What follows belongs to an exercise in optimizing a design on an open flow for small area, a short achievable clock period and few clock cycles per item; a production flow would make more cautious choices.
No functional check of the RTL was part of this run.
Power figures rest on the tool's default switching activity, not on a simulated workload.

**flow/run.sh**
```bash
#!/bin/bash
# synth_recipe.tcl (not shown) runs the flow's synth.tcl, then flattens the netlist and writes it again
# the make line also repeats each setting of config.mk as NAME=value (left out here)
make -C /OpenROAD-flow-scripts/flow DESIGN_CONFIG=/design/flow/config.mk WORK_HOME=/design/flow/orfs CLKGATE_MAP_FILE= SYNTH_SCRIPT=/design/flow/synth_recipe.tcl finish
```
**flow/config.mk**
```make
export PLATFORM = sky130hd
export DESIGN_NAME = fixed_point_alu_core
export DESIGN_NICKNAME = fixed_point_alu_core
export VERILOG_FILES = /design/flow/design.v
export SDC_FILE = /design/flow/constraint.sdc
export NUM_CORES = 4
export LEC_CHECK = 0
export CAP_MARGIN = 20
export CORE_MARGIN = 2
export CORE_UTILIZATION = 40
export SLEW_MARGIN = 20
```
**flow/constraint.sdc**
```tcl
create_clock -name core_clock -period 14.0 [get_ports {clk}]
set_input_delay 2.8000 -clock core_clock [delete_from_list [all_inputs] [get_ports {clk}]]
set_output_delay 2.8000 -clock core_clock [all_outputs]
set_load 0.01 [all_outputs]
```
**flow/design.v**
```verilog
`default_nettype none
package fpa_pkg;
  localparam int unsigned DataW        = 32;
  localparam int unsigned FracBitsDflt = 8;
  typedef enum logic [3:0] {
    ACT_ADD      = 4'd0,
    ACT_SUB      = 4'd1,
    ACT_MUL      = 4'd2,
    ACT_DIV      = 4'd3,
    ACT_MIN      = 4'd4,
    ACT_MAX      = 4'd5,
    ACT_INC      = 4'd6,
    ACT_DEC      = 4'd7,
    ACT_FROM_INT = 4'd8,
    ACT_TO_INT   = 4'd9
  } action_t;
  typedef struct packed {
    logic [3:0]        action;
    logic signed [31:0] operand_a;
    logic signed [31:0] operand_b;
  } in_item_t;
  typedef struct packed {
    logic signed [31:0] result;
    logic              a_less;
    logic              a_equal;
    logic              a_greater;
    logic              overflow;
    logic              div_by_zero;
  } out_item_t;
  typedef struct packed {
    logic       vld;
    logic       is_div;
    logic       neg;
    logic       dz;
  } div_ctl_t;
endpackage
`default_nettype wire
`default_nettype none
module fixed_point_alu_core #(
  parameter int unsigned FRAC_BITS = fpa_pkg::FracBitsDflt
) (
  input  wire logic               clk,
  input  wire logic               rst_n,
  input  wire logic               in_valid,
  output logic                    in_ready,
  input  wire fpa_pkg::in_item_t  in_data,
  output logic                    out_valid,
  input  wire logic               out_ready,
  output fpa_pkg::out_item_t      out_data
);
  logic        s_vld, k_vld;
  logic [3:0]  act_r;
  logic [31:0] a_r, b_r;
  logic        e_r;           
  logic [33:0] r_r;           
  logic [5:0]  cnt;
  logic [2:0]  cmp_r;
  logic        ovf_r;         
  logic        neg_r;         
  wire is_mul  = act_r == 4'd2;
  wire is_div  = act_r == 4'd3;
  wire b_zero  = b_r == 32'd0;
  wire mul_last = cnt == 6'd15;
  wire div_abs  = cnt == 6'd0;
  wire div_fin  = cnt == 6'd35;
  wire lt = $signed(a_r) < $signed(b_r);
  wire eq = a_r == b_r;
  wire gt = !lt && !eq;
  wire [2:0] cmp_now = {lt, eq, gt};
  wire bneg = a_r[1] & ~(a_r[0] & e_r);
  wire bone = a_r[0] ^ e_r;
  wire btwo = (a_r[1] & ~a_r[0] & ~e_r) | (~a_r[1] & a_r[0] & e_r);
  wire [32:0] rsh = {r_r[31:0], a_r[31]};    
  logic [33:0] opa, opb;
  logic        inv, cin;
  always_comb begin
    opa = '0; opb = '0; inv = 1'b0; cin = 1'b0;
    unique case (act_r)
      4'd0: begin opa = {{2{a_r[31]}}, a_r}; opb = {{2{b_r[31]}}, b_r}; end
      4'd1: begin opa = {{2{a_r[31]}}, a_r}; opb = {{2{b_r[31]}}, b_r}; inv = 1'b1; cin = 1'b1; end
      4'd2: begin
        opa = r_r;
        opb = bone ? {{2{b_r[31]}}, b_r} : btwo ? {b_r[31], b_r, 1'b0} : 34'd0;
        inv = bneg; cin = bneg;
      end
      4'd3: begin
        if (div_abs) begin
          opb = {{2{a_r[31]}}, a_r}; inv = a_r[31]; cin = a_r[31];
        end else if (div_fin) begin
          opb = {2'b00, a_r}; inv = neg_r; cin = e_r ^ neg_r;
        end else begin
          opa = {1'b0, rsh};
          opb = {{2{b_r[31]}}, b_r}; inv = ~b_r[31]; cin = ~b_r[31];
        end
      end
      4'd6: begin opa = {{2{a_r[31]}}, a_r}; cin = 1'b1; end
      4'd7: begin opa = {{2{a_r[31]}}, a_r}; inv = 1'b1; end
      default: ;
    endcase
  end
  wire [33:0] sum = opa + (opb ^ {34{inv}}) + {33'd0, cin};
  wire        sat_ovf = !((sum[33:31] == 3'b000) || (sum[33:31] == 3'b111));
  wire [31:0] sat_val = sat_ovf ? (sum[33] ? 32'h8000_0000 : 32'h7fff_ffff) : sum[31:0];
  wire        mul_ovf = !((sum[33:9] == '0) || (sum[33:9] == '1));
  wire [31:0] mul_val = mul_ovf ? (sum[33] ? 32'h8000_0000 : 32'h7fff_ffff)
                                : {sum[9:0], a_r[31:10]};
  wire        fi_ovf = !((a_r[31:23] == '0) || (a_r[31:23] == '1));
  wire [31:0] fi_val = fi_ovf ? (a_r[31] ? 32'h8000_0000 : 32'h7fff_ffff) : {a_r[23:0], 8'd0};
  fpa_pkg::out_item_t res;
  always_comb begin
    res = '0;
    {res.a_less, res.a_equal, res.a_greater} = (is_mul || is_div) ? cmp_r : cmp_now;
    unique case (act_r)
      4'd0, 4'd1, 4'd6, 4'd7: begin res.result = sat_val; res.overflow = sat_ovf; end
      4'd2: begin res.result = mul_val; res.overflow = mul_ovf; end
      4'd3: begin
        if (b_zero) begin
          res.div_by_zero = 1'b1;
          {res.a_less, res.a_equal, res.a_greater} = cmp_now;
        end else if (ovf_r) begin
          res.result = neg_r ? 32'h8000_0000 : 32'h7fff_ffff; res.overflow = 1'b1;
        end else begin
          res.result = sat_val; res.overflow = sat_ovf;
        end
      end
      4'd4: res.result = gt ? b_r : a_r;
      4'd5: res.result = gt ? a_r : b_r;
      4'd8: begin res.result = fi_val; res.overflow = fi_ovf; end
      4'd9: res.result = {{8{a_r[31]}}, a_r[31:8]};
      default: ;
    endcase
  end
  wire s_done = s_vld && (is_mul ? mul_last : (is_div && !b_zero) ? div_fin : 1'b1);
  wire move   = s_done && !k_vld;
  assign in_ready = !k_vld && (!s_vld || s_done);
  wire accept = in_valid && in_ready;
  wire in_neg = in_data.operand_a[31] ^ in_data.operand_b[31];
  always_ff @(posedge clk) begin
    if (!rst_n) begin
      s_vld <= 1'b0;
    end else if (accept) begin
      s_vld <= 1'b1;
    end else if (move) begin
      s_vld <= 1'b0;
    end
  end
  always_ff @(posedge clk) begin
    if (accept) begin
      act_r <= in_data.action;
      a_r   <= in_data.operand_a;
      b_r   <= in_data.operand_b;
      e_r   <= 1'b0;
      r_r   <= {26'd0, in_neg ? 8'd127 : 8'd128};
      cnt   <= '0;
      neg_r <= in_neg;
      ovf_r <= 1'b0;
    end else if (s_vld && !s_done) begin
      cnt <= cnt + 6'd1;
      if (cnt == 6'd0) cmp_r <= cmp_now;
      if (is_mul) begin
        r_r <= {{2{sum[33]}}, sum[33:2]};
        a_r <= {sum[1:0], a_r[31:2]};
        e_r <= a_r[1];
      end else if (div_abs) begin
        r_r <= {27'd0, sum[31:25]};
        a_r <= {sum[24:0], 7'd0};
        e_r <= 1'b0;
      end else begin
        r_r <= sum[33] ? {1'b0, rsh} : sum;
        {a_r, e_r} <= {a_r[30:0], e_r, ~sum[33]};
        if (cnt == 6'd1) ovf_r <= ~sum[33];
      end
    end
  end
  fpa_pkg::out_item_t k_data;
  wire o_free = !out_valid || out_ready;
  always_ff @(posedge clk) begin
    if (!rst_n) begin
      out_valid <= 1'b0;
      k_vld     <= 1'b0;
    end else begin
      if (o_free) out_valid <= move || k_vld;
      if (move && !o_free) k_vld <= 1'b1;
      else if (o_free) k_vld <= 1'b0;
    end
  end
  always_ff @(posedge clk) begin
    if (o_free) out_data <= k_vld ? k_data : res;
    if (move && !o_free) k_data <= res;
  end
endmodule
`default_nettype wire
```
==> flow_metrics.py <==
metrics = {
    "run_status": {
        "status": "timing/DRC/antenna clean",
    },
    "timing": {
        "min_period_over_period_pct": 58.7,
        "fin_crit_ps": 8220,
        "fin_tns_setup_ps": 0,
        "rsz0062_at_grt": "false",
        "clock_skew_ps": 14.9,
        "holdWs_ps": 501,
        "maxSlewHeadroom_pct": 20.0,
        "setup_viol": 0,
        "hold_viol": 0,
        "layout_setup_ws_ps": 5780,
        "max_freq_mhz": 122,
        "drv_slew": 0,
        "worst_pin_slew_ps": 1200,
    },
    "die": {
        "initial_utilization_pct": 40.4,
        "die_h_um": 196,
        "die_area_mm2": 0.0382,
        "die_x_um": 196,
        "coreArea_mm2": 0.0363,
        "rows": 70,
        "ios": 111,
    },
    "setup_path": {
        "crit_type": "reg2reg",
        "crit_chain": "nor2_1, nand3_1, a2111o_1, nand3b_1, buf_4, xnor2_1, fa_1, a211oi_1, o21ai_1, a32oi_1, a21bo_2, o21ai_0, xnor2_4, buf_4, nand4_1, or4_4, a31oi_4, o2111ai_1, mux2_2",
        "worstPathArrival_ps": 8450,
        "worstPathMaxFanout": 51,
        "crit_path_end_kind": "flip-flop",
        "cp_slowest_cell": "a31oi_4",
        "rrSetupSlack_ps": 5780,
        "required_ps": 14230,
        "cp_common_cell": "buf_4",
        "slowest_delay_ps": 660,
        "startpoint_type": "flip-flop",
    },
    "pwr": {
        "p_clk_share_pct": 25.5,
        "swShare_pct": 39.8,
        "comb_power_share_pct": 35.3,
        "sequentialPowerShare_pct": 39.2,
        "vdd_ir_drop_max_uv": 89.5,
        "p_switching_uw": 786,
        "p_leak_nw": 6.43,
        "powerDensity_mw_per_mm2": 118,
        "p_int_mw": 1.19,
        "p_total_mw": 1.98,
    },
    "grt": {
        "grt_start_max_net_pins": 67,
        "grt_overflow": 0,
        "grt_antenna_before_repair": 1,
        "grt_pass1_wl_um": 95300,
        "grt_pass1_vias": 14000,
        "grtUsageTotal_pct": 33.9,
    },
    "clock_network": {
        "cts_sinks": 191,
        "post-cts-setup-buffers": 0,
        "cts_tree": "yes",
        "clkTransAtPathRegs_ps": 80,
        "cts_inserted_buffers": 17,
        "cts-root-buf": "clkbuf_16",
        "ctsResizeCount": 0,
        "cts.path.max_buffers": 2,
        "cts_hold_buf": 0,
        "insertion_delay_ps": 470,
        "cts_max_level": 4,
    },
    "logic_synthesis": {
        "synth.top_cells.by_area": "edfxtp_1 32%, ha_1 5.8%, o21ai_0 5.4%, dfxtp_1 5.0%, nand2_1 4.7%",
        "yosysUniqueCellTypes": 74,
        "ys_seq_area_share_pct": 36.6,
        "netlist_area_mm2": 0.0147,
        "synth_top_area_share_pct": 31.5,
        "synthesis.nets": 1858,
        "synth-edff-count": 154,
        "synthCells": 1716,
        "synth_most_common_cell": "nand2_1",
        "synth_area_leader_cell": "edfxtp_1",
        "synth_area_per_cell_um2": 8.55,
        "synth-async-reset-ratio_pct": 0,
        "ys_ff_latch": 191,
        "synth_common_cells": "185 x nand2_1, 159 x o21ai_0, 154 x edfxtp_1",
        "ys_warn_count": 1,
        "ys.flop_type": "edfxtp_1",
    },
    "placement": {
        "placed_cell_area_mm2": 0.0162,
        "place_congestion": 0.983,
        "port_buffers": 110,
        "dp_hpwl_um": 46300,
        "place_ws_ps": 6020,
        "dp.cells": 2197,
    },
    "layout": {
        "final_layout_size_suffix_gt1_share_pct": 8.52,
        "fin_area_mm2": 0.0168,
        "area_growth_syn_to_layout_pct": 14.6,
        "antenna_cells": 0,
        "final_cells": 2229,
        "num-nets-final": 1890,
        "utilization_pct": 46.3,
    },
    "routing": {
        "avgViaCountPerCell": 6.73,
        "vias": 15000,
        "first_pass_iters": 10,
        "ant_nets": 0,
        "wl_um": 65100,
        "drt_iter0_drc": 2613,
        "drc": 0,
        "wl_per_cell_um": 29.2,
    },
    "job": {
        "cap_violations": 0,
    },
    "min_path": {
        "min_path_type": "reg2reg",
    },
}
## power groups by stage
stage | Clock [mW] | Sequential, mW | Combinational, mW
floorplan | 0 | 0.740 | 0.390
global placement | 0 | 0.781 | 0.665
detailed placement | 0 | 0.780 | 0.671
CTS | 0.511 | 0.768 | 0.674
global route | 0.531 | 0.773 | 0.737
finish | 0.504 | 0.774 | 0.698
## sequential cells by signal, summed over array words and instances (netlist names), 3 cells and up
| register | count |
|---|---|
| out_data | 37 |
| cnt | 6 |
| b_r | 32 |
| r_r | 34 |
| act_r | 4 |
| cmp_r | 3 |
| a_r | 32 |
| k_data | 37 |
## cell usage in the layout, fill, tap and decap left out, types with 35 or more instances in the layout
cell type and instances:
nand2_1 185, o21ai_0 159, edfxtp_1 154, nor2_1 149
a21oi_1 111, clkdlybuf4s50_1 110, inv_1 105, ha_1 68
a222oi_1 59, buf_4 48, xnor2_1 43, dfxtp_1 37
nor3_1 35
## cell type report
type                    instances  area [µm²]
clock buffers                  17         425
clock inverters                15         166
fillers                      3580       19500
inverters                     107         404
multi-input cells            1273        8410
flip-flops and latches        191        5370
well taps                     468         586
repair buffers                158        1460
## worst max-delay path, delay by kind of cell (launching register included)
kind,cells,cell delay (ps)
muxes,1,320
buffers and inverters,2,1090
and+or+nand+nor,5,1980
DFF,1,550
xor gates and xnor gates,2,360
AOI/OAI and AO/OA,8,3130
adders and majority gates,1,510
## path summary, 6_finish.rpt
kind,startpoint,endpoint,depth (start not counted)
worst max-delay path,act_r[2],out_data[14],19
worst min-delay path,s_vld,s_vld,2
worst max register to register,act_r[2],out_data[14],19
worst min register to register,s_vld,s_vld,2
## kinds of logic after synthesis
family / after synthesis / share of synthesized area [%]
buffers and inverters: 252 / 6.56
XOR/XNOR: 70 / 4.32
flip-flops: 191 / 36.6
adder cells (fa/ha/maj): 70 / 6.07
AND/OR/NAND/NOR: 520 / 16.2
multiplexers: 54 / 3.96
AO/OA/AOI/OAI: 559 / 26.4
## metal layers
layer / up-vias / GRT usage, % / routed length, µm
met2: 1017 / 49.9 / 27500
li1: 6523 / - / -
met3: 224 / 7.58 / 7230
met5: - / 0 / 9
met4: 2 / 19.1 / 3910
met1: 7232 / 46.0 / 26400

[re-timing with driven ports]
The flow's constraints put no driver on any port. The routed layout listed below was extracted and timed again, unchanged, in two steps.
Step 1 (the two cells are an assumption about what drives the block):
set clk [get_ports {clk}]
set_driving_cell -lib_cell sky130_fd_sc_hd__clkbuf_16 $clk
set_driving_cell -lib_cell sky130_fd_sc_hd__buf_2 [delete_from_list [all_inputs] $clk]
Step 2 adds t to the input delays and takes it off the output delays; t is the mean of the earliest and latest rising clock arrival at the registers after step 1. Input paths then give back, and output paths get back, about the clock's delay inside the block.
Slacks: ideal / step 1 / step 2; pairs: ideal / step 1.
t (ns): 0.512
setup WS [ns]: 5.784 / 5.784 / 5.784
clock arrival spread, ns: 0.015 / 0.015
worst register clock-pin slew, ns: 0.09 / 0.09
worst slew at a driven data input, ns: 0.05
After both steps setup and hold are still met in this run. The setup slack of this run moves by 0.000 ns with the drivers and by 0.000 ns with both steps.
